From an optimization exercise on the open Yosys and OpenROAD flow, aimed at small area, a short achievable clock period and few clock cycles; shortcuts taken in it are not production practice. No run shown here included a check of the RTL's function; only the layout flow was run. Power figures rest on the tool's default switching activity, not on a simulated workload.

## flow/design.v (module list and top-level ports; edited modules follow where they fit)
// module rs_entry_array: 260 lines
// module mul_pp_tree: 1292 lines
// module mul_row_tree: 200 lines
// module alu_exec: 127 lines
// module rs_alu_top: 58 lines
module rs_alu_top (
  input  logic             in_clk,
  input  logic             in_rst,
  input  logic             dispatch_valid,
  input  logic [2:0]       dispatch_op,
  input  logic             src_a_ready,
  input  ooo_pkg::word_t   src_a_value,
  input  ooo_pkg::tag_t    src_a_tag,
  input  logic             src_b_ready,
  input  ooo_pkg::word_t   src_b_value,
  input  ooo_pkg::tag_t    src_b_tag,
  input  logic             flags_ready,
  input  ooo_pkg::nzcv_t   flags_value,
  input  ooo_pkg::tag_t    flags_tag,
  input  logic             set_nzcv,
  input  ooo_pkg::tag_t    dst_tag,
  input  logic             bcast_valid,
  input  ooo_pkg::tag_t    bcast_tag,
  input  ooo_pkg::word_t   bcast_value,
  input  logic             bcast_set_nzcv,
  input  ooo_pkg::nzcv_t   bcast_nzcv,
  input  logic             flush,
  output logic             full,
  output logic             result_valid,
  output ooo_pkg::tag_t    result_tag,
  output ooo_pkg::word_t   result_value,
  output logic             result_set_nzcv,
  output ooo_pkg::nzcv_t   result_nzcv
);
  // ...
==> flow/flow/run.sh <==
#!/bin/bash
set -euo pipefail
bash standard.sh SETUP_SLACK_MARGIN=7.6 "BUFFER_PORTS_ARGS=-buffer_cell sky130_fd_sc_hd__buf_2" finish > standard_make.log 2>&1
==> flow/standard.sh <==
#!/bin/bash
# synth_recipe.tcl (not shown) runs the flow's synth.tcl, then flattens the netlist and writes it again
# the make line also repeats each setting of config.mk as NAME=value (left out here)
make -C /OpenROAD-flow-scripts/flow DESIGN_CONFIG=/design/flow/config.mk WORK_HOME=/design/flow/orfs CLKGATE_MAP_FILE= SYNTH_SCRIPT=/design/flow/synth_recipe.tcl "${@:-finish}"
==> flow/config.mk <==
export PLATFORM = sky130hd
export DESIGN_NAME = rs_alu_top
export DESIGN_NICKNAME = rs_alu_top
export VERILOG_FILES = /design/flow/design.v
export SDC_FILE = /design/flow/constraint.sdc
export NUM_CORES = 4
export LEC_CHECK = 0
export ABC_CLOCK_PERIOD_IN_PS = 3000
export CAP_MARGIN = 20
export CORE_MARGIN = 2
export CORE_UTILIZATION = 40
export SETUP_SLACK_MARGIN = 5
export SLEW_MARGIN = 20
export TNS_END_PERCENT = 5
==> flow/constraint.sdc <==
create_clock -name core_clock -period 12.0 [get_ports {in_clk}]
set_input_delay 2.4000 -clock core_clock [delete_from_list [all_inputs] [get_ports {in_clk}]]
set_output_delay 2.4000 -clock core_clock [all_outputs]
set_load 0.01 [all_outputs]
==> impl_metrics.csv, run 1 <==
group,metric,value,unit
setup_path,rrSetupSlack,7.31,ns
pwr,p_total,7.99,mW
cells_and_area,nNonClkInverters,520,
timing,rsz0062_at_grt,"true",
min_path,holdPathStages,0,
timing,min_period,4.73,ns
placement,dp_slack,5.79,ns
routing,avgRoutedWirePerCell,28.2,µm
timing,hold_slack,0.367,ns
synthesis,synth_top_family_by_area,"compound AO/OA/AOI/OAI gates",
routing,vias,61196,
grt,overflow,0,
synthesis,synthMuxAreaShare,0.0279,
floorplanning,chipHeight,429,µm
cells_and_area,largest_class,"multi-input combinational cells",
cells_and_area,fin_cells,10038,
setup_path,reg2reg_to,"u_entry_array.full_q$_DFF_P_",
timing,fin_ws,7.27,ns
cells_and_area,area_growth_syn_to_layout,13.8,%
synthesis,syn_inst,7578,
timing,fin_setup_tns,0,ns
timing,fin_skew,0.0292,ns
cells_and_area,flops_and_latches,1058,
cells_and_area,seq_area_frac,0.346,
min_path,hold_path_end,"u_alu_exec.result_set_nzcv$_DFF_P_",
setup_path,crit_end,"u_entry_array.full_q$_DFF_P_",
setup_path,start_kind,"primary input",
placement,post_dp_cell_area,75400,µm²
status,outcome,"timing/DRC/antenna clean",
clock_tree,cts_setup_buffers,59,
grt,antenna_found_initial,15,
setup_path,crit_required,12.63,ns
pwr,p_seq,3.95,mW
clock_tree,cts-buffers-inserted,113,
placement,gp_congestion,0.999,
cells_and_area,layout_common_cells,"nor2_1 (963), edfxtp_1 (720), a21oi_1 (665)",
synthesis,synth-seq-cells,1058,
synthesis,synth_edf_count,720,
grt,grt_pass1_wl,408000,µm
cells_and_area,seqCellArea,28400,µm²
grt,use_met2,0.451,
timing,tightest_slew,1.31,ns
pwr,pwr-share-clk,0.442,
==> inputs of run 2 (changes only) <==
--- a/flow/design.v
+++ b/flow/design.v
@@ -95,6 +95,7 @@
   logic [N-1:0] a_xb, b_xb, f_xb;
   logic [N-1:0] a_e, b_e, f_e;
   logic [N-1:0] a_eq, b_eq, f_eq;
+  logic [N-1:0] a_rq, b_rq, f_rq;
   logic [N-1:0] a_bc, b_bc, f_bc;
   logic [N-1:0] rdy_now;
   logic [N-1:0] elig;
@@ -106,9 +107,9 @@
       a_e[i] = (a_tag[i] == xb_tag);
       b_e[i] = (b_tag[i] == xb_tag);
       f_e[i] = (f_tag[i] == xb_tag);
-      a_ib[i] = !a_rdy[i] && a_eq[i];
-      b_ib[i] = !b_rdy[i] && b_eq[i];
-      f_ib[i] = !f_rdy[i] && f_eq[i];
+      a_ib[i] = !a_rdy[i] && a_rq[i];
+      b_ib[i] = !b_rdy[i] && b_rq[i];
+      f_ib[i] = !f_rdy[i] && f_rq[i];
       a_bc[i] = !a_rdy[i] && bcast_valid && (a_tag[i] == bcast_tag);
       b_bc[i] = !b_rdy[i] && bcast_valid && (b_tag[i] == bcast_tag);
       f_bc[i] = !f_rdy[i] && bcast_valid && bcast_set_nzcv && (f_tag[i] == bcast_tag);
@@ -117,7 +118,6 @@
       f_xb[i] = !f_rdy[i] && xb_valid && xb_set_nzcv && f_e[i];
       rdy_now[i] = ent_v[i] && (a_rdy[i] || a_ib[i] || a_xb[i])
                    && (b_rdy[i] || b_ib[i] || b_xb[i]) && (f_rdy[i] || f_ib[i] || f_xb[i]);
-      elig[i] = rdy_now[i];
     end
   end
   logic [N-1:0] ord [N];
@@ -131,6 +131,33 @@
       end
     end
   end
+  logic [N-1:0] rdy_early;
+  logic [N-1:0] early_old;
+  logic         all_v;
+  logic         force_early;
+  always_comb begin
+    for (int i = 0; i < N; i++) begin
+      rdy_early[i] = ent_v[i] && (a_rdy[i] || a_rq[i]) && (b_rdy[i] || b_rq[i])
+                     && (f_rdy[i] || f_rq[i]);
+    end
+  end
+  always_comb begin
+    for (int i = 0; i < N; i++) begin
+      logic beaten;
+      beaten = 1'b0;
+      for (int j = 0; j < N; j++) begin
+        if (j != i && rdy_early[j] && older[j][i]) beaten = 1'b1;
+      end
+      early_old[i] = rdy_early[i] && !beaten;
+    end
+  end
+  assign all_v = &ent_v;
+  assign force_early = all_v && |rdy_early;
+  always_comb begin
+    for (int i = 0; i < N; i++) begin
+      elig[i] = rdy_now[i] && (rdy_early[i] || !force_early);
+    end
+  end
   always_comb begin
     for (int i = 0; i < N; i++) begin
       logic beaten;
@@ -150,33 +177,39 @@
     end
   end
   logic [N-1:0] free_low;
-  logic         all_v;
   always_comb begin
     free_low = '0;
     for (int i = N - 1; i >= 0; i--) begin
       if (!ent_v[i]) free_low = N'(1) << i;
     end
   end
-  assign all_v = &ent_v;
-  assign alloc = all_v ? sel : free_low;
-  logic [N-1:0] rdy_early;
-  always_comb begin
-    for (int i = 0; i < N; i++) begin
-      rdy_early[i] = ent_v[i] && (a_rdy[i] || a_eq[i]) && (b_rdy[i] || b_eq[i])
-                     && (f_rdy[i] || f_eq[i]);
-    end
-  end
+  assign alloc = all_v ? early_old : free_low;
   logic         full_q;
   logic [N-1:0] ent_v_n;
+  logic [N-1:0] a_rdy_n, b_rdy_n, f_rdy_n;
+  logic [N-1:0] a_rq_n, b_rq_n, f_rq_n;
   logic [N-1:0] rdy_early_n;
   always_comb begin
     for (int i = 0; i < N; i++) begin
       if (in_rst || flush) ent_v_n[i] = 1'b0;
       else ent_v_n[i] = (ent_v[i] && !(issue && sel[i])) || (accept && alloc[i]);
-      rdy_early_n[i] = ent_v_n[i] && !alloc[i]
-                       && (a_rdy[i] || a_eq[i] || a_bc[i] || (e_valid && a_e[i]))
-                       && (b_rdy[i] || b_eq[i] || b_bc[i] || (e_valid && b_e[i]))
-                       && (f_rdy[i] || f_eq[i] || f_bc[i] || (e_valid && xb_set_nzcv && f_e[i]));
+      if (alloc[i]) begin
+        a_rdy_n[i] = d_a_rdy;
+        b_rdy_n[i] = d_b_rdy;
+        f_rdy_n[i] = d_f_rdy;
+        a_rq_n[i] = !src_a_ready && d_a_ib;
+        b_rq_n[i] = !src_b_ready && d_b_ib;
+        f_rq_n[i] = d_f_ib;
+      end else begin
+        a_rdy_n[i] = a_rdy[i] || a_ib[i] || a_bc[i];
+        b_rdy_n[i] = b_rdy[i] || b_ib[i] || b_bc[i];
+        f_rdy_n[i] = f_rdy[i] || f_ib[i] || f_bc[i];
+        a_rq_n[i] = a_eq[i];
+        b_rq_n[i] = b_eq[i];
+        f_rq_n[i] = f_eq[i];
+      end
+      rdy_early_n[i] = ent_v_n[i] && !alloc[i] && (a_rdy[i] || a_rq[i] || a_eq[i])
+                       && (b_rdy[i] || b_rq[i] || b_eq[i]) && (f_rdy[i] || f_rq[i] || f_eq[i]);
     end
   end
   always_ff @(posedge in_clk) begin
@@ -219,9 +252,9 @@
         f_fx = f_fx | f_xb[i];
       end
     end
-    iss_a = a_fwd ? ib_value : a_fx ? xb_value : a_m;
-    iss_b = b_fwd ? ib_value : b_fx ? xb_value : b_m;
-    iss_f = f_fwd ? ib_nzcv : f_fx ? xb_nzcv : f_m;
+    iss_a = a_fx ? xb_value : a_fwd ? res_value : a_m;
+    iss_b = b_fx ? xb_value : b_fwd ? res_value : b_m;
+    iss_f = f_fx ? xb_nzcv : f_fwd ? res_nzcv : f_m;
   end
   logic           d_f_need;
   logic           d_a_rdy, d_b_rdy, d_f_rdy;
@@ -234,25 +267,28 @@
   assign d_a_bc = bcast_valid && (bcast_tag == src_a_tag);
   assign d_a_rs = res_valid && (res_tag == src_a_tag);
   assign d_a_ib = ib_valid && (ib_tag == src_a_tag);
-  assign d_a_rdy = src_a_ready || d_a_bc || d_a_rs || d_a_ib;
-  assign d_a_val = (src_a_ready || d_a_bc || d_a_rs)
-                   ? (src_a_ready ? src_a_value : d_a_bc ? bcast_value : res_value) : ib_value;
+  assign d_a_rdy = src_a_ready || d_a_bc || d_a_rs;
+  assign d_a_val = src_a_ready ? src_a_value : d_a_bc ? bcast_value : res_value;
   assign d_b_bc = bcast_valid && (bcast_tag == src_b_tag);
   assign d_b_rs = res_valid && (res_tag == src_b_tag);
   assign d_b_ib = ib_valid && (ib_tag == src_b_tag);
-  assign d_b_rdy = src_b_ready || d_b_bc || d_b_rs || d_b_ib;
-  assign d_b_val = (src_b_ready || d_b_bc || d_b_rs)
-                   ? (src_b_ready ? src_b_value : d_b_bc ? bcast_value : res_value) : ib_value;
+  assign d_b_rdy = src_b_ready || d_b_bc || d_b_rs;
+  assign d_b_val = src_b_ready ? src_b_value : d_b_bc ? bcast_value : res_value;
   logic d_f_in;
   assign d_f_in = flags_ready || !d_f_need;
   assign d_f_bc = bcast_valid && bcast_set_nzcv && (bcast_tag == flags_tag);
   assign d_f_rs = res_valid && res_set_nzcv && (res_tag == flags_tag);
   assign d_f_ib = ib_valid && ib_set_nzcv && (ib_tag == flags_tag);
-  assign d_f_rdy = d_f_in || d_f_bc || d_f_rs || d_f_ib;
-  assign d_f_val = (d_f_in || d_f_bc || d_f_rs)
-                   ? (d_f_in ? flags_value : d_f_bc ? bcast_nzcv : res_nzcv) : ib_nzcv;
+  assign d_f_rdy = d_f_in || d_f_bc || d_f_rs;
+  assign d_f_val = d_f_in ? flags_value : d_f_bc ? bcast_nzcv : res_nzcv;
   always_ff @(posedge in_clk) begin
     ent_v <= ent_v_n;
+    a_rdy <= a_rdy_n;
+    b_rdy <= b_rdy_n;
+    f_rdy <= f_rdy_n;
+    a_rq <= a_rq_n;
+    b_rq <= b_rq_n;
+    f_rq <= f_rq_n;
   end
   always_ff @(posedge in_clk) begin
     for (int i = 0; i < N; i++) begin
@@ -266,25 +302,19 @@
         a_eq[i] <= !src_a_ready && e_valid && (src_a_tag == xb_tag);
         b_eq[i] <= !src_b_ready && e_valid && (src_b_tag == xb_tag);
         f_eq[i] <= e_valid && xb_set_nzcv && (flags_tag == xb_tag);
-        a_rdy[i] <= d_a_rdy;
-        b_rdy[i] <= d_b_rdy;
-        f_rdy[i] <= d_f_rdy;
         a_val[i] <= d_a_val;
         b_val[i] <= d_b_val;
         f_val[i] <= d_f_val;
       end else begin
-        if (a_ib[i]) a_val[i] <= ib_value;
+        if (a_ib[i]) a_val[i] <= res_value;
         else if (a_bc[i]) a_val[i] <= bcast_value;
-        if (b_ib[i]) b_val[i] <= ib_value;
+        if (b_ib[i]) b_val[i] <= res_value;
         else if (b_bc[i]) b_val[i] <= bcast_value;
-        if (f_ib[i]) f_val[i] <= ib_nzcv;
+        if (f_ib[i]) f_val[i] <= res_nzcv;
         else if (f_bc[i]) f_val[i] <= bcast_nzcv;
         a_eq[i] <= e_valid && a_e[i];
         b_eq[i] <= e_valid && b_e[i];
         f_eq[i] <= e_valid && xb_set_nzcv && f_e[i];
-        a_rdy[i] <= a_rdy[i] || a_ib[i] || a_bc[i];
-        b_rdy[i] <= b_rdy[i] || b_ib[i] || b_bc[i];
-        f_rdy[i] <= f_rdy[i] || f_ib[i] || f_bc[i];
       end
     end
   end
@@ -292,7 +322,7 @@
 module mul_pp_tree (
   input  logic [31:0] a,
   input  logic [31:0] b,
-  output logic [127:0] r
+  output logic [191:0] r
 );
   logic [31:0] pp0;
   logic [30:0] pp1;
@@ -677,61 +707,6 @@
   logic s348, c348;
   logic s349, c349;
   logic s350, c350;
-  logic s351, c351;
-  logic s352, c352;
-  logic s353, c353;
-  logic s354, c354;
-  logic s355, c355;
-  logic s356, c356;
-  logic s357, c357;
-  logic s358, c358;
-  logic s359, c359;
-  logic s360, c360;
-  logic s361, c361;
-  logic s362, c362;
-  logic s363, c363;
-  logic s364, c364;
-  logic s365, c365;
-  logic s366, c366;
-  logic s367, c367;
-  logic s368, c368;
-  logic s369, c369;
-  logic s370, c370;
-  logic s371, c371;
-  logic s372, c372;
-  logic s373, c373;
-  logic s374, c374;
-  logic s375, c375;
-  logic s376, c376;
-  logic s377, c377;
-  logic s378, c378;
-  logic s379, c379;
-  logic s380, c380;
-  logic s381, c381;
-  logic s382, c382;
-  logic s383, c383;
-  logic s384, c384;
-  logic s385, c385;
-  logic s386, c386;
-  logic s387, c387;
-  logic s388, c388;
-  logic s389, c389;
-  logic s390, c390;
-  logic s391, c391;
-  logic s392, c392;
-  logic s393, c393;
-  logic s394, c394;
-  logic s395, c395;
-  logic s396, c396;
-  logic s397, c397;
-  logic s398, c398;
-  logic s399, c399;
-  logic s400, c400;
-  logic s401, c401;
-  logic s402, c402;
-  logic s403, c403;
-  logic s404, c404;
-  logic s405, c405;
   assign pp0 = a[31:0] & {32{b[0]}};
   assign pp1 = a[30:0] & {31{b[1]}};
   assign pp2 = a[29:0] & {30{b[2]}};
@@ -1466,123 +1441,15 @@
   assign c349 = (s274 & s275) | (s274 & c268) | (s275 & c268);
   assign s350 = c269 ^ c270 ^ c271;
   assign c350 = (c269 & c270) | (c269 & c271) | (c270 & c271);
-  assign s351 = pp0[4] ^ pp1[3];
-  assign c351 = pp0[4] & pp1[3];
-  assign s352 = pp0[5] ^ pp1[4] ^ pp2[3];
-  assign c352 = (pp0[5] & pp1[4]) | (pp0[5] & pp2[3]) | (pp1[4] & pp2[3]);
-  assign s353 = pp3[2] ^ pp4[1];
-  assign c353 = pp3[2] & pp4[1];
-  assign s354 = pp2[4] ^ pp3[3] ^ pp4[2];
-  assign c354 = (pp2[4] & pp3[3]) | (pp2[4] & pp4[2]) | (pp3[3] & pp4[2]);
-  assign s355 = pp5[1] ^ pp6[0] ^ s276;
-  assign c355 = (pp5[1] & pp6[0]) | (pp5[1] & s276) | (pp6[0] & s276);
-  assign s356 = pp5[2] ^ pp6[1] ^ pp7[0];
-  assign c356 = (pp5[2] & pp6[1]) | (pp5[2] & pp7[0]) | (pp6[1] & pp7[0]);
-  assign s357 = s277 ^ s278 ^ c276;
-  assign c357 = (s277 & s278) | (s277 & c276) | (s278 & c276);
-  assign s358 = pp8[0] ^ s279 ^ s280;
-  assign c358 = (pp8[0] & s279) | (pp8[0] & s280) | (s279 & s280);
-  assign s359 = s281 ^ c277 ^ c278;
-  assign c359 = (s281 & c277) | (s281 & c278) | (c277 & c278);
-  assign s360 = s282 ^ s283 ^ s284;
-  assign c360 = (s282 & s283) | (s282 & s284) | (s283 & s284);
-  assign s361 = c279 ^ c280 ^ c281;
-  assign c361 = (c279 & c280) | (c279 & c281) | (c280 & c281);
-  assign s362 = s285 ^ s286 ^ s287;
-  assign c362 = (s285 & s286) | (s285 & s287) | (s286 & s287);
-  assign s363 = c282 ^ c283 ^ c284;
-  assign c363 = (c282 & c283) | (c282 & c284) | (c283 & c284);
-  assign s364 = s288 ^ s289 ^ s290;
-  assign c364 = (s288 & s289) | (s288 & s290) | (s289 & s290);
-  assign s365 = c285 ^ c286 ^ c287;
-  assign c365 = (c285 & c286) | (c285 & c287) | (c286 & c287);
-  assign s366 = s291 ^ s292 ^ s293;
-  assign c366 = (s291 & s292) | (s291 & s293) | (s292 & s293);
-  assign s367 = c288 ^ c289 ^ c290;
-  assign c367 = (c288 & c289) | (c288 & c290) | (c289 & c290);
-  assign s368 = s294 ^ s295 ^ s296;
-  assign c368 = (s294 & s295) | (s294 & s296) | (s295 & s296);
-  assign s369 = c291 ^ c292 ^ c293;
-  assign c369 = (c291 & c292) | (c291 & c293) | (c292 & c293);
-  assign s370 = s297 ^ s298 ^ s299;
-  assign c370 = (s297 & s298) | (s297 & s299) | (s298 & s299);
-  assign s371 = c294 ^ c295 ^ c296;
-  assign c371 = (c294 & c295) | (c294 & c296) | (c295 & c296);
-  assign s372 = s300 ^ s301 ^ s302;
-  assign c372 = (s300 & s301) | (s300 & s302) | (s301 & s302);
-  assign s373 = c297 ^ c298 ^ c299;
-  assign c373 = (c297 & c298) | (c297 & c299) | (c298 & c299);
-  assign s374 = s303 ^ s304 ^ s305;
-  assign c374 = (s303 & s304) | (s303 & s305) | (s304 & s305);
-  assign s375 = c300 ^ c301 ^ c302;
-  assign c375 = (c300 & c301) | (c300 & c302) | (c301 & c302);
-  assign s376 = s306 ^ s307 ^ s308;
-  assign c376 = (s306 & s307) | (s306 & s308) | (s307 & s308);
-  assign s377 = c303 ^ c304 ^ c305;
-  assign c377 = (c303 & c304) | (c303 & c305) | (c304 & c305);
-  assign s378 = s309 ^ s310 ^ s311;
-  assign c378 = (s309 & s310) | (s309 & s311) | (s310 & s311);
-  assign s379 = c306 ^ c307 ^ c308;
-  assign c379 = (c306 & c307) | (c306 & c308) | (c307 & c308);
-  assign s380 = s312 ^ s313 ^ s314;
-  assign c380 = (s312 & s313) | (s312 & s314) | (s313 & s314);
-  assign s381 = c309 ^ c310 ^ c311;
-  assign c381 = (c309 & c310) | (c309 & c311) | (c310 & c311);
-  assign s382 = s315 ^ s316 ^ s317;
-  assign c382 = (s315 & s316) | (s315 & s317) | (s316 & s317);
-  assign s383 = c312 ^ c313 ^ c314;
-  assign c383 = (c312 & c313) | (c312 & c314) | (c313 & c314);
-  assign s384 = s318 ^ s319 ^ s320;
-  assign c384 = (s318 & s319) | (s318 & s320) | (s319 & s320);
-  assign s385 = c315 ^ c316 ^ c317;
-  assign c385 = (c315 & c316) | (c315 & c317) | (c316 & c317);
-  assign s386 = s321 ^ s322 ^ s323;
-  assign c386 = (s321 & s322) | (s321 & s323) | (s322 & s323);
-  assign s387 = c318 ^ c319 ^ c320;
-  assign c387 = (c318 & c319) | (c318 & c320) | (c319 & c320);
-  assign s388 = s324 ^ s325 ^ s326;
-  assign c388 = (s324 & s325) | (s324 & s326) | (s325 & s326);
-  assign s389 = c321 ^ c322 ^ c323;
-  assign c389 = (c321 & c322) | (c321 & c323) | (c322 & c323);
-  assign s390 = s327 ^ s328 ^ s329;
-  assign c390 = (s327 & s328) | (s327 & s329) | (s328 & s329);
-  assign s391 = c324 ^ c325 ^ c326;
-  assign c391 = (c324 & c325) | (c324 & c326) | (c325 & c326);
-  assign s392 = s330 ^ s331 ^ s332;
-  assign c392 = (s330 & s331) | (s330 & s332) | (s331 & s332);
-  assign s393 = c327 ^ c328 ^ c329;
-  assign c393 = (c327 & c328) | (c327 & c329) | (c328 & c329);
-  assign s394 = s333 ^ s334 ^ s335;
-  assign c394 = (s333 & s334) | (s333 & s335) | (s334 & s335);
-  assign s395 = c330 ^ c331 ^ c332;
-  assign c395 = (c330 & c331) | (c330 & c332) | (c331 & c332);
-  assign s396 = s336 ^ s337 ^ s338;
-  assign c396 = (s336 & s337) | (s336 & s338) | (s337 & s338);
-  assign s397 = c333 ^ c334 ^ c335;
-  assign c397 = (c333 & c334) | (c333 & c335) | (c334 & c335);
-  assign s398 = s339 ^ s340 ^ s341;
-  assign c398 = (s339 & s340) | (s339 & s341) | (s340 & s341);
-  assign s399 = c336 ^ c337 ^ c338;
-  assign c399 = (c336 & c337) | (c336 & c338) | (c337 & c338);
-  assign s400 = s342 ^ s343 ^ s344;
-  assign c400 = (s342 & s343) | (s342 & s344) | (s343 & s344);
-  assign s401 = c339 ^ c340 ^ c341;
-  assign c401 = (c339 & c340) | (c339 & c341) | (c340 & c341);
-  assign s402 = s345 ^ s346 ^ s347;
-  assign c402 = (s345 & s346) | (s345 & s347) | (s346 & s347);
-  assign s403 = c342 ^ c343 ^ c344;
-  assign c403 = (c342 & c343) | (c342 & c344) | (c343 & c344);
-  assign s404 = s348 ^ s349 ^ s350;
-  assign c404 = (s348 & s349) | (s348 & s350) | (s349 & s350);
-  assign s405 = c345 ^ c346 ^ c347;
-  assign c405 = (c345 & c346) | (c345 & c347) | (c346 & c347);
-  assign r[31:0] = {s404, s402, s400, s398, s396, s394, s392, s390, s388, s386, s384, s382, s380, s378, s376, s374, s372, s370, s368, s366, s364, s362, s360, s358, s356, s354, pp5[0], pp2[2], pp0[3], pp0[2], pp0[1], pp0[0]};
-  assign r[63:32] = {s405, s403, s401, s399, s397, s395, s393, s391, s389, s387, s385, s383, s381, s379, s377, s375, s373, s371, s369, s367, s365, s363, s361, s359, s357, s355, s352, pp3[1], pp1[2], pp1[1], pp1[0], 1'b0};
-  assign r[95:64] = {c402, c400, c398, c396, c394, c392, c390, c388, c386, c384, c382, c380, c378, c376, c374, c372, c370, c368, c366, c364, c362, c360, c358, c356, c354, c352, s353, pp4[0], pp2[1], pp2[0], 1'b0, 1'b0};
-  assign r[127:96] = {c403, c401, c399, c397, c395, c393, c391, c389, c387, c385, c383, c381, c379, c377, c375, c373, c371, c369, c367, c365, c363, c361, c359, c357, c355, c353, c351, s351, pp3[0], 1'b0, 1'b0, 1'b0};
+  assign r[31:0] = {s348, s345, s342, s339, s336, s333, s330, s327, s324, s321, s318, s315, s312, s309, s306, s303, s300, s297, s294, s291, s288, s285, s282, pp8[0], pp5[2], pp2[4], pp0[5], pp0[4], pp0[3], pp0[2], pp0[1], pp0[0]};
+  assign r[63:32] = {s349, s346, s343, s340, s337, s334, s331, s328, s325, s322, s319, s316, s313, s310, s307, s304, s301, s298, s295, s292, s289, s286, s283, s279, pp6[1], pp3[3], pp1[4], pp1[3], pp1[2], pp1[1], pp1[0], 1'b0};
+  assign r[95:64] = {s350, s347, s344, s341, s338, s335, s332, s329, s326, s323, s320, s317, s314, s311, s308, s305, s302, s299, s296, s293, s290, s287, s284, s280, pp7[0], pp4[2], pp2[3], pp2[2], pp2[1], pp2[0], 1'b0, 1'b0};
+  assign r[127:96] = {c345, c342, c339, c336, c333, c330, c327, c324, c321, c318, c315, c312, c309, c306, c303, c300, c297, c294, c291, c288, c285, c282, c279, s281, s277, pp5[1], pp3[2], pp3[1], pp3[0], 1'b0, 1'b0, 1'b0};
+  assign r[159:128] = {c346, c343, c340, c337, c334, c331, c328, c325, c322, c319, c316, c313, c310, c307, c304, c301, c298, c295, c292, c289, c286, c283, c280, c277, s278, pp6[0], pp4[1], pp4[0], 1'b0, 1'b0, 1'b0, 1'b0};
+  assign r[191:160] = {c347, c344, c341, c338, c335, c332, c329, c326, c323, c320, c317, c314, c311, c308, c305, c302, c299, c296, c293, c290, c287, c284, c281, c278, c276, s276, pp5[0], 1'b0, 1'b0, 1'b0, 1'b0, 1'b0};
 endmodule
 module mul_row_tree (
-  input  logic [127:0] r,
+  input  logic [191:0] r,
   output logic [31:0] s,
   output logic [31:0] c
 );
@@ -1650,136 +1517,325 @@
   logic s61, c61;
   logic s62, c62;
   logic s63, c63;
-  assign s0 = r[0] ^ r[32];
-  assign c0 = r[0] & r[32];
+  logic s64, c64;
+  logic s65, c65;
+  logic s66, c66;
+  logic s67, c67;
+  logic s68, c68;
+  logic s69, c69;
+  logic s70, c70;
+  logic s71, c71;
+  logic s72, c72;
+  logic s73, c73;
+  logic s74, c74;
+  logic s75, c75;
+  logic s76, c76;
+  logic s77, c77;
+  logic s78, c78;
+  logic s79, c79;
+  logic s80, c80;
+  logic s81, c81;
+  logic s82, c82;
+  logic s83, c83;
+  logic s84, c84;
+  logic s85, c85;
+  logic s86, c86;
+  logic s87, c87;
+  logic s88, c88;
+  logic s89, c89;
+  logic s90, c90;
+  logic s91, c91;
+  logic s92, c92;
+  logic s93, c93;
+  logic s94, c94;
+  logic s95, c95;
+  logic s96, c96;
+  logic s97, c97;
+  logic s98, c98;
+  logic s99, c99;
+  logic s100, c100;
+  logic s101, c101;
+  logic s102, c102;
+  logic s103, c103;
+  logic s104, c104;
+  logic s105, c105;
+  logic s106, c106;
+  logic s107, c107;
+  logic s108, c108;
+  logic s109, c109;
+  logic s110, c110;
+  logic s111, c111;
+  logic s112, c112;
+  logic s113, c113;
+  logic s114, c114;
+  logic s115, c115;
+  logic s116, c116;
+  logic s117, c117;
+  logic s118, c118;
+  logic s119, c119;
+  logic s120, c120;
+  logic s121, c121;
+  logic s122, c122;
+  logic s123, c123;
+  logic s124, c124;
+  logic s125, c125;
+  logic s126, c126;
+  assign s0 = r[0] ^ r[32] ^ r[64];
+  assign c0 = (r[0] & r[32]) | (r[0] & r[64]) | (r[32] & r[64]);
   assign s1 = r[1] ^ r[33] ^ r[65];
   assign c1 = (r[1] & r[33]) | (r[1] & r[65]) | (r[33] & r[65]);
-  assign s2 = r[2] ^ r[34] ^ r[66];
-  assign c2 = (r[2] & r[34]) | (r[2] & r[66]) | (r[34] & r[66]);
-  assign s3 = r[3] ^ r[35] ^ r[67];
-  assign c3 = (r[3] & r[35]) | (r[3] & r[67]) | (r[35] & r[67]);
-  assign s4 = r[4] ^ r[36] ^ r[68];
-  assign c4 = (r[4] & r[36]) | (r[4] & r[68]) | (r[36] & r[68]);
-  assign s5 = r[5] ^ r[37] ^ r[69];
-  assign c5 = (r[5] & r[37]) | (r[5] & r[69]) | (r[37] & r[69]);
-  assign s6 = r[6] ^ r[38] ^ r[70];
-  assign c6 = (r[6] & r[38]) | (r[6] & r[70]) | (r[38] & r[70]);
-  assign s7 = r[7] ^ r[39] ^ r[71];
-  assign c7 = (r[7] & r[39]) | (r[7] & r[71]) | (r[39] & r[71]);
-  assign s8 = r[8] ^ r[40] ^ r[72];
-  assign c8 = (r[8] & r[40]) | (r[8] & r[72]) | (r[40] & r[72]);
-  assign s9 = r[9] ^ r[41] ^ r[73];
-  assign c9 = (r[9] & r[41]) | (r[9] & r[73]) | (r[41] & r[73]);
-  assign s10 = r[10] ^ r[42] ^ r[74];
-  assign c10 = (r[10] & r[42]) | (r[10] & r[74]) | (r[42] & r[74]);
-  assign s11 = r[11] ^ r[43] ^ r[75];
-  assign c11 = (r[11] & r[43]) | (r[11] & r[75]) | (r[43] & r[75]);
-  assign s12 = r[12] ^ r[44] ^ r[76];
-  assign c12 = (r[12] & r[44]) | (r[12] & r[76]) | (r[44] & r[76]);
-  assign s13 = r[13] ^ r[45] ^ r[77];
-  assign c13 = (r[13] & r[45]) | (r[13] & r[77]) | (r[45] & r[77]);
-  assign s14 = r[14] ^ r[46] ^ r[78];
-  assign c14 = (r[14] & r[46]) | (r[14] & r[78]) | (r[46] & r[78]);
-  assign s15 = r[15] ^ r[47] ^ r[79];
-  assign c15 = (r[15] & r[47]) | (r[15] & r[79]) | (r[47] & r[79]);
-  assign s16 = r[16] ^ r[48] ^ r[80];
-  assign c16 = (r[16] & r[48]) | (r[16] & r[80]) | (r[48] & r[80]);
-  assign s17 = r[17] ^ r[49] ^ r[81];
-  assign c17 = (r[17] & r[49]) | (r[17] & r[81]) | (r[49] & r[81]);
-  assign s18 = r[18] ^ r[50] ^ r[82];
-  assign c18 = (r[18] & r[50]) | (r[18] & r[82]) | (r[50] & r[82]);
-  assign s19 = r[19] ^ r[51] ^ r[83];
-  assign c19 = (r[19] & r[51]) | (r[19] & r[83]) | (r[51] & r[83]);
-  assign s20 = r[20] ^ r[52] ^ r[84];
-  assign c20 = (r[20] & r[52]) | (r[20] & r[84]) | (r[52] & r[84]);
-  assign s21 = r[21] ^ r[53] ^ r[85];
-  assign c21 = (r[21] & r[53]) | (r[21] & r[85]) | (r[53] & r[85]);
-  assign s22 = r[22] ^ r[54] ^ r[86];
-  assign c22 = (r[22] & r[54]) | (r[22] & r[86]) | (r[54] & r[86]);
-  assign s23 = r[23] ^ r[55] ^ r[87];
-  assign c23 = (r[23] & r[55]) | (r[23] & r[87]) | (r[55] & r[87]);
-  assign s24 = r[24] ^ r[56] ^ r[88];
-  assign c24 = (r[24] & r[56]) | (r[24] & r[88]) | (r[56] & r[88]);
-  assign s25 = r[25] ^ r[57] ^ r[89];
-  assign c25 = (r[25] & r[57]) | (r[25] & r[89]) | (r[57] & r[89]);
-  assign s26 = r[26] ^ r[58] ^ r[90];
-  assign c26 = (r[26] & r[58]) | (r[26] & r[90]) | (r[58] & r[90]);
-  assign s27 = r[27] ^ r[59] ^ r[91];
-  assign c27 = (r[27] & r[59]) | (r[27] & r[91]) | (r[59] & r[91]);
-  assign s28 = r[28] ^ r[60] ^ r[92];
-  assign c28 = (r[28] & r[60]) | (r[28] & r[92]) | (r[60] & r[92]);
-  assign s29 = r[29] ^ r[61] ^ r[93];
-  assign c29 = (r[29] & r[61]) | (r[29] & r[93]) | (r[61] & r[93]);
-  assign s30 = r[30] ^ r[62] ^ r[94];
-  assign c30 = (r[30] & r[62]) | (r[30] & r[94]) | (r[62] & r[94]);
-  assign s31 = r[31] ^ r[63] ^ r[95];
-  assign c31 = (r[31] & r[63]) | (r[31] & r[95]) | (r[63] & r[95]);
-  assign s32 = r[64] ^ r[96];
-  assign c32 = r[64] & r[96];
-  assign s33 = r[97] ^ s1 ^ c0;
-  assign c33 = (r[97] & s1) | (r[97] & c0) | (s1 & c0);
-  assign s34 = r[98] ^ s2 ^ c1;
-  assign c34 = (r[98] & s2) | (r[98] & c1) | (s2 & c1);
-  assign s35 = r[99] ^ s3 ^ c2;
-  assign c35 = (r[99] & s3) | (r[99] & c2) | (s3 & c2);
-  assign s36 = r[100] ^ s4 ^ c3;
-  assign c36 = (r[100] & s4) | (r[100] & c3) | (s4 & c3);
-  assign s37 = r[101] ^ s5 ^ c4;
-  assign c37 = (r[101] & s5) | (r[101] & c4) | (s5 & c4);
-  assign s38 = r[102] ^ s6 ^ c5;
-  assign c38 = (r[102] & s6) | (r[102] & c5) | (s6 & c5);
-  assign s39 = r[103] ^ s7 ^ c6;
-  assign c39 = (r[103] & s7) | (r[103] & c6) | (s7 & c6);
-  assign s40 = r[104] ^ s8 ^ c7;
-  assign c40 = (r[104] & s8) | (r[104] & c7) | (s8 & c7);
-  assign s41 = r[105] ^ s9 ^ c8;
-  assign c41 = (r[105] & s9) | (r[105] & c8) | (s9 & c8);
-  assign s42 = r[106] ^ s10 ^ c9;
-  assign c42 = (r[106] & s10) | (r[106] & c9) | (s10 & c9);
-  assign s43 = r[107] ^ s11 ^ c10;
-  assign c43 = (r[107] & s11) | (r[107] & c10) | (s11 & c10);
-  assign s44 = r[108] ^ s12 ^ c11;
-  assign c44 = (r[108] & s12) | (r[108] & c11) | (s12 & c11);
-  assign s45 = r[109] ^ s13 ^ c12;
-  assign c45 = (r[109] & s13) | (r[109] & c12) | (s13 & c12);
-  assign s46 = r[110] ^ s14 ^ c13;
-  assign c46 = (r[110] & s14) | (r[110] & c13) | (s14 & c13);
-  assign s47 = r[111] ^ s15 ^ c14;
-  assign c47 = (r[111] & s15) | (r[111] & c14) | (s15 & c14);
-  assign s48 = r[112] ^ s16 ^ c15;
-  assign c48 = (r[112] & s16) | (r[112] & c15) | (s16 & c15);
-  assign s49 = r[113] ^ s17 ^ c16;
-  assign c49 = (r[113] & s17) | (r[113] & c16) | (s17 & c16);
-  assign s50 = r[114] ^ s18 ^ c17;
-  assign c50 = (r[114] & s18) | (r[114] & c17) | (s18 & c17);
-  assign s51 = r[115] ^ s19 ^ c18;
-  assign c51 = (r[115] & s19) | (r[115] & c18) | (s19 & c18);
-  assign s52 = r[116] ^ s20 ^ c19;
-  assign c52 = (r[116] & s20) | (r[116] & c19) | (s20 & c19);
-  assign s53 = r[117] ^ s21 ^ c20;
-  assign c53 = (r[117] & s21) | (r[117] & c20) | (s21 & c20);
-  assign s54 = r[118] ^ s22 ^ c21;
-  assign c54 = (r[118] & s22) | (r[118] & c21) | (s22 & c21);
-  assign s55 = r[119] ^ s23 ^ c22;
-  assign c55 = (r[119] & s23) | (r[119] & c22) | (s23 & c22);
-  assign s56 = r[120] ^ s24 ^ c23;
-  assign c56 = (r[120] & s24) | (r[120] & c23) | (s24 & c23);
-  assign s57 = r[121] ^ s25 ^ c24;
-  assign c57 = (r[121] & s25) | (r[121] & c24) | (s25 & c24);
-  assign s58 = r[122] ^ s26 ^ c25;
-  assign c58 = (r[122] & s26) | (r[122] & c25) | (s26 & c25);
-  assign s59 = r[123] ^ s27 ^ c26;
-  assign c59 = (r[123] & s27) | (r[123] & c26) | (s27 & c26);
-  assign s60 = r[124] ^ s28 ^ c27;
-  assign c60 = (r[124] & s28) | (r[124] & c27) | (s28 & c27);
-  assign s61 = r[125] ^ s29 ^ c28;
-  assign c61 = (r[125] & s29) | (r[125] & c28) | (s29 & c28);
-  assign s62 = r[126] ^ s30 ^ c29;
-  assign c62 = (r[126] & s30) | (r[126] & c29) | (s30 & c29);
-  assign s63 = r[127] ^ s31 ^ c30;
-  assign c63 = (r[127] & s31) | (r[127] & c30) | (s31 & c30);
-  assign s = {s63, s62, s61, s60, s59, s58, s57, s56, s55, s54, s53, s52, s51, s50, s49, s48, s47, s46, s45, s44, s43, s42, s41, s40, s39, s38, s37, s36, s35, s34, s33, s0};
-  assign c = {c62, c61, c60, c59, c58, c57, c56, c55, c54, c53, c52, c51, c50, c49, c48, c47, c46, c45, c44, c43, c42, c41, c40, c39, c38, c37, c36, c35, c34, c33, c32, s32};
+  assign s2 = r[97] ^ r[129];
+  assign c2 = r[97] & r[129];
+  assign s3 = r[2] ^ r[34] ^ r[66];
+  assign c3 = (r[2] & r[34]) | (r[2] & r[66]) | (r[34] & r[66]);
+  assign s4 = r[98] ^ r[130] ^ r[162];
+  assign c4 = (r[98] & r[130]) | (r[98] & r[162]) | (r[130] & r[162]);
+  assign s5 = r[3] ^ r[35] ^ r[67];
+  assign c5 = (r[3] & r[35]) | (r[3] & r[67]) | (r[35] & r[67]);
+  assign s6 = r[99] ^ r[131] ^ r[163];
+  assign c6 = (r[99] & r[131]) | (r[99] & r[163]) | (r[131] & r[163]);
+  assign s7 = r[4] ^ r[36] ^ r[68];
+  assign c7 = (r[4] & r[36]) | (r[4] & r[68]) | (r[36] & r[68]);
+  assign s8 = r[100] ^ r[132] ^ r[164];
+  assign c8 = (r[100] & r[132]) | (r[100] & r[164]) | (r[132] & r[164]);
+  assign s9 = r[5] ^ r[37] ^ r[69];
+  assign c9 = (r[5] & r[37]) | (r[5] & r[69]) | (r[37] & r[69]);
+  assign s10 = r[101] ^ r[133] ^ r[165];
+  assign c10 = (r[101] & r[133]) | (r[101] & r[165]) | (r[133] & r[165]);
+  assign s11 = r[6] ^ r[38] ^ r[70];
+  assign c11 = (r[6] & r[38]) | (r[6] & r[70]) | (r[38] & r[70]);
+  assign s12 = r[102] ^ r[134] ^ r[166];
+  assign c12 = (r[102] & r[134]) | (r[102] & r[166]) | (r[134] & r[166]);
+  assign s13 = r[7] ^ r[39] ^ r[71];
+  assign c13 = (r[7] & r[39]) | (r[7] & r[71]) | (r[39] & r[71]);
+  assign s14 = r[103] ^ r[135] ^ r[167];
+  assign c14 = (r[103] & r[135]) | (r[103] & r[167]) | (r[135] & r[167]);
+  assign s15 = r[8] ^ r[40] ^ r[72];
+  assign c15 = (r[8] & r[40]) | (r[8] & r[72]) | (r[40] & r[72]);
+  assign s16 = r[104] ^ r[136] ^ r[168];
+  assign c16 = (r[104] & r[136]) | (r[104] & r[168]) | (r[136] & r[168]);
+  assign s17 = r[9] ^ r[41] ^ r[73];
+  assign c17 = (r[9] & r[41]) | (r[9] & r[73]) | (r[41] & r[73]);
+  assign s18 = r[105] ^ r[137] ^ r[169];
+  assign c18 = (r[105] & r[137]) | (r[105] & r[169]) | (r[137] & r[169]);
+  assign s19 = r[10] ^ r[42] ^ r[74];
+  assign c19 = (r[10] & r[42]) | (r[10] & r[74]) | (r[42] & r[74]);
+  assign s20 = r[106] ^ r[138] ^ r[170];
+  assign c20 = (r[106] & r[138]) | (r[106] & r[170]) | (r[138] & r[170]);
+  assign s21 = r[11] ^ r[43] ^ r[75];
+  assign c21 = (r[11] & r[43]) | (r[11] & r[75]) | (r[43] & r[75]);
+  assign s22 = r[107] ^ r[139] ^ r[171];
+  assign c22 = (r[107] & r[139]) | (r[107] & r[171]) | (r[139] & r[171]);
+  assign s23 = r[12] ^ r[44] ^ r[76];
+  assign c23 = (r[12] & r[44]) | (r[12] & r[76]) | (r[44] & r[76]);
+  assign s24 = r[108] ^ r[140] ^ r[172];
+  assign c24 = (r[108] & r[140]) | (r[108] & r[172]) | (r[140] & r[172]);
+  assign s25 = r[13] ^ r[45] ^ r[77];
+  assign c25 = (r[13] & r[45]) | (r[13] & r[77]) | (r[45] & r[77]);
+  assign s26 = r[109] ^ r[141] ^ r[173];
+  assign c26 = (r[109] & r[141]) | (r[109] & r[173]) | (r[141] & r[173]);
+  assign s27 = r[14] ^ r[46] ^ r[78];
+  assign c27 = (r[14] & r[46]) | (r[14] & r[78]) | (r[46] & r[78]);
+  assign s28 = r[110] ^ r[142] ^ r[174];
+  assign c28 = (r[110] & r[142]) | (r[110] & r[174]) | (r[142] & r[174]);
+  assign s29 = r[15] ^ r[47] ^ r[79];
+  assign c29 = (r[15] & r[47]) | (r[15] & r[79]) | (r[47] & r[79]);
+  assign s30 = r[111] ^ r[143] ^ r[175];
+  assign c30 = (r[111] & r[143]) | (r[111] & r[175]) | (r[143] & r[175]);
+  assign s31 = r[16] ^ r[48] ^ r[80];
+  assign c31 = (r[16] & r[48]) | (r[16] & r[80]) | (r[48] & r[80]);
+  assign s32 = r[112] ^ r[144] ^ r[176];
+  assign c32 = (r[112] & r[144]) | (r[112] & r[176]) | (r[144] & r[176]);
+  assign s33 = r[17] ^ r[49] ^ r[81];
+  assign c33 = (r[17] & r[49]) | (r[17] & r[81]) | (r[49] & r[81]);
+  assign s34 = r[113] ^ r[145] ^ r[177];
+  assign c34 = (r[113] & r[145]) | (r[113] & r[177]) | (r[145] & r[177]);
+  assign s35 = r[18] ^ r[50] ^ r[82];
+  assign c35 = (r[18] & r[50]) | (r[18] & r[82]) | (r[50] & r[82]);
+  assign s36 = r[114] ^ r[146] ^ r[178];
+  assign c36 = (r[114] & r[146]) | (r[114] & r[178]) | (r[146] & r[178]);
+  assign s37 = r[19] ^ r[51] ^ r[83];
+  assign c37 = (r[19] & r[51]) | (r[19] & r[83]) | (r[51] & r[83]);
+  assign s38 = r[115] ^ r[147] ^ r[179];
+  assign c38 = (r[115] & r[147]) | (r[115] & r[179]) | (r[147] & r[179]);
+  assign s39 = r[20] ^ r[52] ^ r[84];
+  assign c39 = (r[20] & r[52]) | (r[20] & r[84]) | (r[52] & r[84]);
+  assign s40 = r[116] ^ r[148] ^ r[180];
+  assign c40 = (r[116] & r[148]) | (r[116] & r[180]) | (r[148] & r[180]);
+  assign s41 = r[21] ^ r[53] ^ r[85];
+  assign c41 = (r[21] & r[53]) | (r[21] & r[85]) | (r[53] & r[85]);
+  assign s42 = r[117] ^ r[149] ^ r[181];
+  assign c42 = (r[117] & r[149]) | (r[117] & r[181]) | (r[149] & r[181]);
+  assign s43 = r[22] ^ r[54] ^ r[86];
+  assign c43 = (r[22] & r[54]) | (r[22] & r[86]) | (r[54] & r[86]);
+  assign s44 = r[118] ^ r[150] ^ r[182];
+  assign c44 = (r[118] & r[150]) | (r[118] & r[182]) | (r[150] & r[182]);
+  assign s45 = r[23] ^ r[55] ^ r[87];
+  assign c45 = (r[23] & r[55]) | (r[23] & r[87]) | (r[55] & r[87]);
+  assign s46 = r[119] ^ r[151] ^ r[183];
+  assign c46 = (r[119] & r[151]) | (r[119] & r[183]) | (r[151] & r[183]);
+  assign s47 = r[24] ^ r[56] ^ r[88];
+  assign c47 = (r[24] & r[56]) | (r[24] & r[88]) | (r[56] & r[88]);
+  assign s48 = r[120] ^ r[152] ^ r[184];
+  assign c48 = (r[120] & r[152]) | (r[120] & r[184]) | (r[152] & r[184]);
+  assign s49 = r[25] ^ r[57] ^ r[89];
+  assign c49 = (r[25] & r[57]) | (r[25] & r[89]) | (r[57] & r[89]);
+  assign s50 = r[121] ^ r[153] ^ r[185];
+  assign c50 = (r[121] & r[153]) | (r[121] & r[185]) | (r[153] & r[185]);
+  assign s51 = r[26] ^ r[58] ^ r[90];
+  assign c51 = (r[26] & r[58]) | (r[26] & r[90]) | (r[58] & r[90]);
+  assign s52 = r[122] ^ r[154] ^ r[186];
+  assign c52 = (r[122] & r[154]) | (r[122] & r[186]) | (r[154] & r[186]);
+  assign s53 = r[27] ^ r[59] ^ r[91];
+  assign c53 = (r[27] & r[59]) | (r[27] & r[91]) | (r[59] & r[91]);
+  assign s54 = r[123] ^ r[155] ^ r[187];
+  assign c54 = (r[123] & r[155]) | (r[123] & r[187]) | (r[155] & r[187]);
+  assign s55 = r[28] ^ r[60] ^ r[92];
+  assign c55 = (r[28] & r[60]) | (r[28] & r[92]) | (r[60] & r[92]);
+  assign s56 = r[124] ^ r[156] ^ r[188];
+  assign c56 = (r[124] & r[156]) | (r[124] & r[188]) | (r[156] & r[188]);
+  assign s57 = r[29] ^ r[61] ^ r[93];
+  assign c57 = (r[29] & r[61]) | (r[29] & r[93]) | (r[61] & r[93]);
+  assign s58 = r[125] ^ r[157] ^ r[189];
+  assign c58 = (r[125] & r[157]) | (r[125] & r[189]) | (r[157] & r[189]);
+  assign s59 = r[30] ^ r[62] ^ r[94];
+  assign c59 = (r[30] & r[62]) | (r[30] & r[94]) | (r[62] & r[94]);
+  assign s60 = r[126] ^ r[158] ^ r[190];
+  assign c60 = (r[126] & r[158]) | (r[126] & r[190]) | (r[158] & r[190]);
+  assign s61 = r[31] ^ r[63] ^ r[95];
+  assign c61 = (r[31] & r[63]) | (r[31] & r[95]) | (r[63] & r[95]);
+  assign s62 = r[127] ^ r[159] ^ r[191];
+  assign c62 = (r[127] & r[159]) | (r[127] & r[191]) | (r[159] & r[191]);
+  assign s63 = r[96] ^ r[128];
+  assign c63 = r[96] & r[128];
+  assign s64 = r[161] ^ s1 ^ s2;
+  assign c64 = (r[161] & s1) | (r[161] & s2) | (s1 & s2);
+  assign s65 = s3 ^ s4 ^ c1;
+  assign c65 = (s3 & s4) | (s3 & c1) | (s4 & c1);
+  assign s66 = s5 ^ s6 ^ c3;
+  assign c66 = (s5 & s6) | (s5 & c3) | (s6 & c3);
+  assign s67 = s7 ^ s8 ^ c5;
+  assign c67 = (s7 & s8) | (s7 & c5) | (s8 & c5);
+  assign s68 = s9 ^ s10 ^ c7;
+  assign c68 = (s9 & s10) | (s9 & c7) | (s10 & c7);
+  assign s69 = s11 ^ s12 ^ c9;
+  assign c69 = (s11 & s12) | (s11 & c9) | (s12 & c9);
+  assign s70 = s13 ^ s14 ^ c11;
+  assign c70 = (s13 & s14) | (s13 & c11) | (s14 & c11);
+  assign s71 = s15 ^ s16 ^ c13;
+  assign c71 = (s15 & s16) | (s15 & c13) | (s16 & c13);
+  assign s72 = s17 ^ s18 ^ c15;
+  assign c72 = (s17 & s18) | (s17 & c15) | (s18 & c15);
+  assign s73 = s19 ^ s20 ^ c17;
+  assign c73 = (s19 & s20) | (s19 & c17) | (s20 & c17);
+  assign s74 = s21 ^ s22 ^ c19;
+  assign c74 = (s21 & s22) | (s21 & c19) | (s22 & c19);
+  assign s75 = s23 ^ s24 ^ c21;
+  assign c75 = (s23 & s24) | (s23 & c21) | (s24 & c21);
+  assign s76 = s25 ^ s26 ^ c23;
+  assign c76 = (s25 & s26) | (s25 & c23) | (s26 & c23);
+  assign s77 = s27 ^ s28 ^ c25;
+  assign c77 = (s27 & s28) | (s27 & c25) | (s28 & c25);
+  assign s78 = s29 ^ s30 ^ c27;
+  assign c78 = (s29 & s30) | (s29 & c27) | (s30 & c27);
+  assign s79 = s31 ^ s32 ^ c29;
+  assign c79 = (s31 & s32) | (s31 & c29) | (s32 & c29);
+  assign s80 = s33 ^ s34 ^ c31;
+  assign c80 = (s33 & s34) | (s33 & c31) | (s34 & c31);
+  assign s81 = s35 ^ s36 ^ c33;
+  assign c81 = (s35 & s36) | (s35 & c33) | (s36 & c33);
+  assign s82 = s37 ^ s38 ^ c35;
+  assign c82 = (s37 & s38) | (s37 & c35) | (s38 & c35);
+  assign s83 = s39 ^ s40 ^ c37;
+  assign c83 = (s39 & s40) | (s39 & c37) | (s40 & c37);
+  assign s84 = s41 ^ s42 ^ c39;
+  assign c84 = (s41 & s42) | (s41 & c39) | (s42 & c39);
+  assign s85 = s43 ^ s44 ^ c41;
+  assign c85 = (s43 & s44) | (s43 & c41) | (s44 & c41);
+  assign s86 = s45 ^ s46 ^ c43;
+  assign c86 = (s45 & s46) | (s45 & c43) | (s46 & c43);
+  assign s87 = s47 ^ s48 ^ c45;
+  assign c87 = (s47 & s48) | (s47 & c45) | (s48 & c45);
+  assign s88 = s49 ^ s50 ^ c47;
+  assign c88 = (s49 & s50) | (s49 & c47) | (s50 & c47);
+  assign s89 = s51 ^ s52 ^ c49;
+  assign c89 = (s51 & s52) | (s51 & c49) | (s52 & c49);
+  assign s90 = s53 ^ s54 ^ c51;
+  assign c90 = (s53 & s54) | (s53 & c51) | (s54 & c51);
+  assign s91 = s55 ^ s56 ^ c53;
+  assign c91 = (s55 & s56) | (s55 & c53) | (s56 & c53);
+  assign s92 = s57 ^ s58 ^ c55;
+  assign c92 = (s57 & s58) | (s57 & c55) | (s58 & c55);
+  assign s93 = s59 ^ s60 ^ c57;
+  assign c93 = (s59 & s60) | (s59 & c57) | (s60 & c57);
+  assign s94 = s61 ^ s62 ^ c59;
+  assign c94 = (s61 & s62) | (s61 & c59) | (s62 & c59);
+  assign s95 = r[160] ^ s0;
+  assign c95 = r[160] & s0;
+  assign s96 = c0 ^ s64 ^ c63;
+  assign c96 = (c0 & s64) | (c0 & c63) | (s64 & c63);
+  assign s97 = c2 ^ s65 ^ c64;
+  assign c97 = (c2 & s65) | (c2 & c64) | (s65 & c64);
+  assign s98 = c4 ^ s66 ^ c65;
+  assign c98 = (c4 & s66) | (c4 & c65) | (s66 & c65);
+  assign s99 = c6 ^ s67 ^ c66;
+  assign c99 = (c6 & s67) | (c6 & c66) | (s67 & c66);
+  assign s100 = c8 ^ s68 ^ c67;
+  assign c100 = (c8 & s68) | (c8 & c67) | (s68 & c67);
+  assign s101 = c10 ^ s69 ^ c68;
+  assign c101 = (c10 & s69) | (c10 & c68) | (s69 & c68);
+  assign s102 = c12 ^ s70 ^ c69;
+  assign c102 = (c12 & s70) | (c12 & c69) | (s70 & c69);
+  assign s103 = c14 ^ s71 ^ c70;
+  assign c103 = (c14 & s71) | (c14 & c70) | (s71 & c70);
+  assign s104 = c16 ^ s72 ^ c71;
+  assign c104 = (c16 & s72) | (c16 & c71) | (s72 & c71);
+  assign s105 = c18 ^ s73 ^ c72;
+  assign c105 = (c18 & s73) | (c18 & c72) | (s73 & c72);
+  assign s106 = c20 ^ s74 ^ c73;
+  assign c106 = (c20 & s74) | (c20 & c73) | (s74 & c73);
+  assign s107 = c22 ^ s75 ^ c74;
+  assign c107 = (c22 & s75) | (c22 & c74) | (s75 & c74);
+  assign s108 = c24 ^ s76 ^ c75;
+  assign c108 = (c24 & s76) | (c24 & c75) | (s76 & c75);
+  assign s109 = c26 ^ s77 ^ c76;
+  assign c109 = (c26 & s77) | (c26 & c76) | (s77 & c76);
+  assign s110 = c28 ^ s78 ^ c77;
+  assign c110 = (c28 & s78) | (c28 & c77) | (s78 & c77);
+  assign s111 = c30 ^ s79 ^ c78;
+  assign c111 = (c30 & s79) | (c30 & c78) | (s79 & c78);
+  assign s112 = c32 ^ s80 ^ c79;
+  assign c112 = (c32 & s80) | (c32 & c79) | (s80 & c79);
+  assign s113 = c34 ^ s81 ^ c80;
+  assign c113 = (c34 & s81) | (c34 & c80) | (s81 & c80);
+  assign s114 = c36 ^ s82 ^ c81;
+  assign c114 = (c36 & s82) | (c36 & c81) | (s82 & c81);
+  assign s115 = c38 ^ s83 ^ c82;
+  assign c115 = (c38 & s83) | (c38 & c82) | (s83 & c82);
+  assign s116 = c40 ^ s84 ^ c83;
+  assign c116 = (c40 & s84) | (c40 & c83) | (s84 & c83);
+  assign s117 = c42 ^ s85 ^ c84;
+  assign c117 = (c42 & s85) | (c42 & c84) | (s85 & c84);
+  assign s118 = c44 ^ s86 ^ c85;
+  assign c118 = (c44 & s86) | (c44 & c85) | (s86 & c85);
+  assign s119 = c46 ^ s87 ^ c86;
+  assign c119 = (c46 & s87) | (c46 & c86) | (s87 & c86);
+  assign s120 = c48 ^ s88 ^ c87;
+  assign c120 = (c48 & s88) | (c48 & c87) | (s88 & c87);
+  assign s121 = c50 ^ s89 ^ c88;
+  assign c121 = (c50 & s89) | (c50 & c88) | (s89 & c88);
+  assign s122 = c52 ^ s90 ^ c89;
+  assign c122 = (c52 & s90) | (c52 & c89) | (s90 & c89);
+  assign s123 = c54 ^ s91 ^ c90;
+  assign c123 = (c54 & s91) | (c54 & c90) | (s91 & c90);
+  assign s124 = c56 ^ s92 ^ c91;
+  assign c124 = (c56 & s92) | (c56 & c91) | (s92 & c91);
+  assign s125 = c58 ^ s93 ^ c92;
+  assign c125 = (c58 & s93) | (c58 & c92) | (s93 & c92);
+  assign s126 = c60 ^ s94 ^ c93;
+  assign c126 = (c60 & s94) | (c60 & c93) | (s94 & c93);
+  assign s = {s126, s125, s124, s123, s122, s121, s120, s119, s118, s117, s116, s115, s114, s113, s112, s111, s110, s109, s108, s107, s106, s105, s104, s103, s102, s101, s100, s99, s98, s97, s96, s63};
+  assign c = {c125, c124, c123, c122, c121, c120, c119, c118, c117, c116, c115, c114, c113, c112, c111, c110, c109, c108, c107, c106, c105, c104, c103, c102, c101, c100, c99, c98, c97, c96, c95, s95};
 endmodule
 module alu_exec (
   input  logic             in_clk,
@@ -1822,7 +1878,7 @@
   logic           e_set;
   ooo_pkg::tag_t  e_dst;
   logic           f_v;
-  logic [127:0]   f_r;
+  logic [191:0]   f_r;
   logic [1:0]     f_cv;
   logic           f_set;
   ooo_pkg::tag_t  f_dst;
@@ -1849,7 +1905,7 @@
     e_set <= iss_set_nzcv;
     e_dst <= iss_dst;
   end
-  logic [127:0] t_r;
+  logic [191:0] t_r;
   mul_pp_tree u_mul_pp_tree (.a(e_a), .b(e_b), .r(t_r));
   logic                     sub;
   logic                     cin;
@@ -1860,11 +1916,15 @@
   logic [1:0]               cv;
   logic                     z_add, z_log;
   logic [ooo_pkg::WORD_W+1:0] sum_x;
+  ks_add #(.W(ooo_pkg::WORD_W + 2)) u_alu_add (
+    .a ({1'b0, e_a, 1'b1}),
+    .b ({1'b0, add_b, cin}),
+    .s (sum_x)
+  );
   always_comb begin
     sub = e_sub;
     add_b = sub ? ~e_b : e_b;
     cin = sub || (e_adc && e_f[ooo_pkg::FLAG_C]);
-    sum_x = {1'b0, e_a, 1'b1} + {1'b0, add_b, cin};
     sum = sum_x[ooo_pkg::WORD_W+1:1];
     arith = e_arith;
     case (e_op)
@@ -1887,7 +1947,7 @@
   assign xb_set_nzcv = e_set;
   assign xb_nzcv = {alu_val[ooo_pkg::WORD_W-1], arith ? z_add : z_log, cv};
   always_ff @(posedge in_clk) begin
-    f_r <= e_mul ? t_r : {96'd0, alu_val};
+    f_r <= e_mul ? t_r : {160'd0, alu_val};
     f_cv <= cv;
     f_set <= e_set;
     f_dst <= e_dst;
@@ -1898,7 +1958,7 @@
   assign z_fin = &((f_s ^ f_c) ~^ {f_s[30:0] | f_c[30:0], 1'b0});
   assign ib_valid = f_v;
   assign ib_tag = f_dst;
-  assign ib_value = f_s + f_c;
+  ks_add #(.W(ooo_pkg::WORD_W)) u_fin_add (.a(f_s), .b(f_c), .s(ib_value));
   assign ib_set_nzcv = f_set;
   assign ib_nzcv = {ib_value[ooo_pkg::WORD_W-1], z_fin, f_cv};
   always_ff @(posedge in_clk) begin
@@ -1908,6 +1968,33 @@
     result_nzcv <= ib_nzcv;
   end
 endmodule
+module ks_add #(
+  parameter int W = 32
+) (
+  input  logic [W-1:0] a,
+  input  logic [W-1:0] b,
+  output logic [W-1:0] s
+);
+  localparam int L = $clog2(W);
+  logic [L:0][W-1:0] g;
+  logic [L:0][W-1:0] p;
+  always_comb begin
+    g[0] = a & b;
+    p[0] = a ^ b;
+    for (int l = 1; l <= L; l++) begin
+      for (int i = 0; i < W; i++) begin
+        if (i >= (1 << (l - 1))) begin
+          g[l][i] = g[l-1][i] | (p[l-1][i] & g[l-1][i-(1 << (l - 1))]);
+          p[l][i] = p[l-1][i] & p[l-1][i-(1 << (l - 1))];
+        end else begin
+          g[l][i] = g[l-1][i];
+          p[l][i] = p[l-1][i];
+        end
+      end
+    end
+  end
+  assign s = p[0] ^ {g[L][W-2:0], 1'b0};
+endmodule
 module rs_alu_top (
   input  logic             in_clk,
   input  logic             in_rst,
==> run 2 against run 1 <==
Hold slack got worse by 0.034 ns; power is 10% higher; sequential power up 7.1%; die area up 3.7%; non-clock buffer count fell by 74; area after synthesis is 3.7% higher; maximum frequency fell by 2.6%; clock power increased by 17%; still clean on timing, DRC and antenna; worst setup slack lost 0.13 ns.
==> impl_metrics.csv, run 2 <==
group,metric,value,unit
status,outcome,"timing/DRC/antenna clean",
grt,grt_pass1_vias,58849,
clock_tree,cts_buffer_depth,3,
synthesis,postSynthAreaPerCell,9.86,µm²
floorplanning,core,186000,µm²
pwr,switchingPower,2.11,mW
routing,vias_per_cell,5.98,
pwr,p_int,6.70,mW
cells_and_area,drive_gt1_frac,0.120,
timing,min_period,4.86,ns
timing,fin_setup_tns,0,ns
grt,grt_max_degree,154,
timing,rsz0062_at_grt,"true",
synthesis,synth_ff_type,"edfxtp_1",
synthesis,synth_top_area_frac,0.288,
placement,port_buffers,181,
timing,tightest_slew,1.18,ns
clock_tree,cts-root-buf,"clkbuf_16",
clock_tree,cts-buffers-inserted,134,
floorplanning,initial_core_util,0.403,
routing,dr.pass1.iters,8,
synthesis,synth_most_common_cell,"nor2_1",
pwr,seqPwrFrac,0.480,
synthesis,synth_edf_count,720,
synthesis,seq_area_frac_synth,0.400,
timing,setup_violations,0,
synthesis,syn_inst,7602,
grt,overflow,0,
cells_and_area,area_growth_syn_to_layout,12.9,%
timing,fin_skew,0.0308,ns
grt,antenna_found_initial,25,
placement,hpwl,183000,µm
cells_and_area,utilization,0.455,
routing,vias,60725,
floorplanning,dieArea,191000,µm²
setup_path,startpoint,"u_alu_exec.f_r[165]$_SDFF_PN0_",
cells_and_area,reg_top3,"u_entry_array.a_val (256), u_entry_array.b_val (256), u_alu_exec.f_r (177)",
synthesis,synth_area,75000,µm²
cells_and_area,final_common_cell,"nor2_1",
setup_path,crit_required,12.66,ns
timing,fin_ws,7.14,ns
setup_path,reg2reg_from,"u_alu_exec.f_r[165]$_SDFF_PN0_",
grt,use_met2,0.454,
floorplanning,ios,186,
clock_tree,htree_levels,4,
setup_path,rrSetupSlack,7.14,ns
placement,gp_congestion,0.954,
grt,gr-usage-met3,0.0662,
pwr,power_density,104,nW/µm²
routing,avgRoutedWirePerCell,29.1,µm
grt,track_usage,0.301,
routing,ant_nets,0,
routing,drt-total-wl,295000,µm
routing,route.detailed.drc,0,
synthesis,ys_types,85,
clock_tree,clkSinkCount,1137,
synthesis,synth-seq-cells,1137,
timing,hold_slack,0.333,ns
setup_path,critPathCaptureType,"flop",
pwr,p_sw_frac,0.239,
synthesis,async_reset_ff_frac,0,
timing,final_max_slew_viol_count,0,
setup_path,cp_max_fo,3,
pwr,pwr-share-comb,0.052,
setup_path,reg2reg_to,"u_alu_exec.result_value[30]$_DFF_P_",
pwr,vdd_ir_drop_max,0.000148,V
clock_tree,tritoncts,"done",
floorplanning,rows,158,
setup_path,start_kind,"flop",
clock_tree,clkLatencyLatePin,0.80,ns
floorplanning,die_w,437,µm
setup_path,crit_arrival,5.52,ns
synthesis,synth_top_cells_by_count,"nor2_1 (933), edfxtp_1 (720), mux2i_1 (604)",
timing,hold_viol,0,
clock_tree,path_clk_slew,0.06,ns
cells_and_area,n_fill_cell,17479,
floorplanning,chipHeight,437,µm
grt,grt_use_met1,0.397,
min_path,min_path_type,"flop to flop",
synthesis,synthesis.nets,8335,
synthesis,yosys_warnings,14,
placement,dp_slack,5.73,ns
cells_and_area,nets,8290,
pwr,pwr-share-clk,0.469,
setup_path,crit_end,"u_alu_exec.result_value[30]$_DFF_P_",
run,maxCapViolCount,0,
setup_path,critPathKind,"flop to flop",
timing,fmax,206,MHz
grt,grt_pass1_wl,419000,µm
pwr,power.leakage,35.7,nW
setup_path,rr_worst_depth,18,
timing,slew_headroom,0.213,
cells_and_area,layout_common_cells,"nor2_1 (907), edfxtp_1 (720), mux2i_1 (604)",
routing,drt_iter0_markers,7716,
synthesis,synth_area_leader_cell,"edfxtp_1",
synthesis,ys_top_cells_by_area,"edfxtp_1 (29%), dfxtp_1 (11%), fa_1 (11%)",
timing,timing.final.crit_share,0.405,
grt,busiest_layer,"met2",
-- run 2: kinds of logic after synthesis --
group	synth area share
buffers and inverters	0.0607
flip-flops	0.400
AO/OA/AOI/OAI	0.112
XOR/XNOR	0.0547
adder cells (fa/ha/maj)	0.140
multiplexers	0.0984
AND/OR/NAND/NOR	0.134
-- run 2: worst min path at each step --
| stage | start | to | slack [ns] | cells past startpoint |
|---|---|---|---|---|
| 6_report | u_alu_exec.f_cv[1]$_DFF_P_ | u_alu_exec.result_nzcv[1]$_DFF_P_ | 0.33 | 0 |
| 5_1_grt | u_alu_exec.f_cv[1]$_DFF_P_ | u_alu_exec.result_nzcv[1]$_DFF_P_ | 0.34 | 0 |
| 4_1_cts | u_alu_exec.f_cv[1]$_DFF_P_ | u_alu_exec.result_nzcv[1]$_DFF_P_ | 0.33 | 0 |
| 3_5_place_dp | u_alu_exec.f_cv[0]$_DFF_P_ | u_alu_exec.result_nzcv[0]$_DFF_P_ | 0.31 | 0 |
| 3_3_place_gp | u_alu_exec.f_cv[0]$_DFF_P_ | u_alu_exec.result_nzcv[0]$_DFF_P_ | 0.32 | 0 |
| 2_1_floorplan | u_alu_exec.f_cv[0]$_DFF_P_ | u_alu_exec.result_nzcv[0]$_DFF_P_ | 0.31 | 0 |
-- run 2: critical path, cell delays in order (launching register included) --
cell and delay [ns]:
dfxtp_2 0.32, fa_1 0.55, inv_2 0.05, fa_1 0.53
inv_1 0.05, fa_2 0.47, buf_4 0.17, fa_2 0.40
a21o_1 0.23, a21oi_4 0.25, o21ai_4 0.13, a2111oi_4 0.38
or3_4 0.24, a31oi_4 0.11, a21oi_2 0.17, a21oi_2 0.08
o21a_1 0.21, nor2_4 0.16, xnor2_4 0.21
-- run 2: metrics by stage --
step,cell area (µm²),instances,power [mW]
after floorplan,75300,7602,4.58
after global placement,78300,9829,4.73
after detailed placement,78300,9829,4.74
after CTS,84400,10136,8.82
after global routing,84600,10151,9.02
final,84600,10154,8.81
-- run 2: timing repair --
item,CTS,global route
gates cloned,11,0
setup endpoints to repair,856,756
gates resized for setup,213,28
hold buffers,0,0
buffers inserted,54,7
pin swaps,61,21
hold endpoints to repair,0,0
-- run 2: layout make-up --
| class | instances | area (µm²) | area share |
|---|---|---|---|
| Clock buffer | 192 | 3860 | 0.0456 |
| Multi-Input combinational cell | 5287 | 41600 | 0.491 |
| Inverter | 575 | 2160 | 0.0256 |
| Tap cell | 2480 | 3100 | 0.0367 |
| Sequential cell | 1137 | 30000 | 0.354 |
| Antenna cell | 11 | 27.5 | 0.000325 |
| Clock inverter | 50 | 527 | 0.00622 |
| Timing Repair Buffer | 422 | 3360 | 0.0397 |
-- run 2: power by group through the flow --
stage / Sequential (mW) / Clock [mW] / Combinational [mW]
floorplan: 4.30 / 0 / 0.283
global placement: 4.31 / 0 / 0.423
detailed placement: 4.31 / 0 / 0.437
CTS: 4.22 / 4.15 / 0.445
global route: 4.23 / 4.30 / 0.490
finish: 4.23 / 4.13 / 0.456
-- run 2: layer usage --
metal	up-vias	routed length [µm]	share of wire
met5	-	126	0.00043
met4	18	19300	0.065
met3	764	32800	0.11
met2	3778	128000	0.43
met1	29971	115000	0.39
li1	26194	-	-

==> afterwards: timing with drivers on the ports <==
In the flow no input, the clock included, has a driving cell. The finished layouts below were timed again as built, in two steps. Step 1, drivers: a clkbuf_16 drives in_clk and a buf_2 each remaining input, both assumed. Step 2 adds t to the input delays and takes it off the output delays; t is the mean of the earliest and latest rising clock arrival at the registers after step 1. Input paths then give back, and output paths get back, about the clock's delay inside the block. Three values: ideal ports, drivers, drivers and shift; two values: the first two.
run	shift t [ns]	setup WS [ns]	worst setup path after step 2
run 1	0.841	7.270 / 7.307 / 6.498	input to register
run 2	0.873	7.142 / 7.142 / 6.745	input to register
After both steps setup and hold are still met in every run listed. For run 1, which loses most, drivers alone change the setup slack by +0.037 ns; drivers and shift together by -0.772 ns.
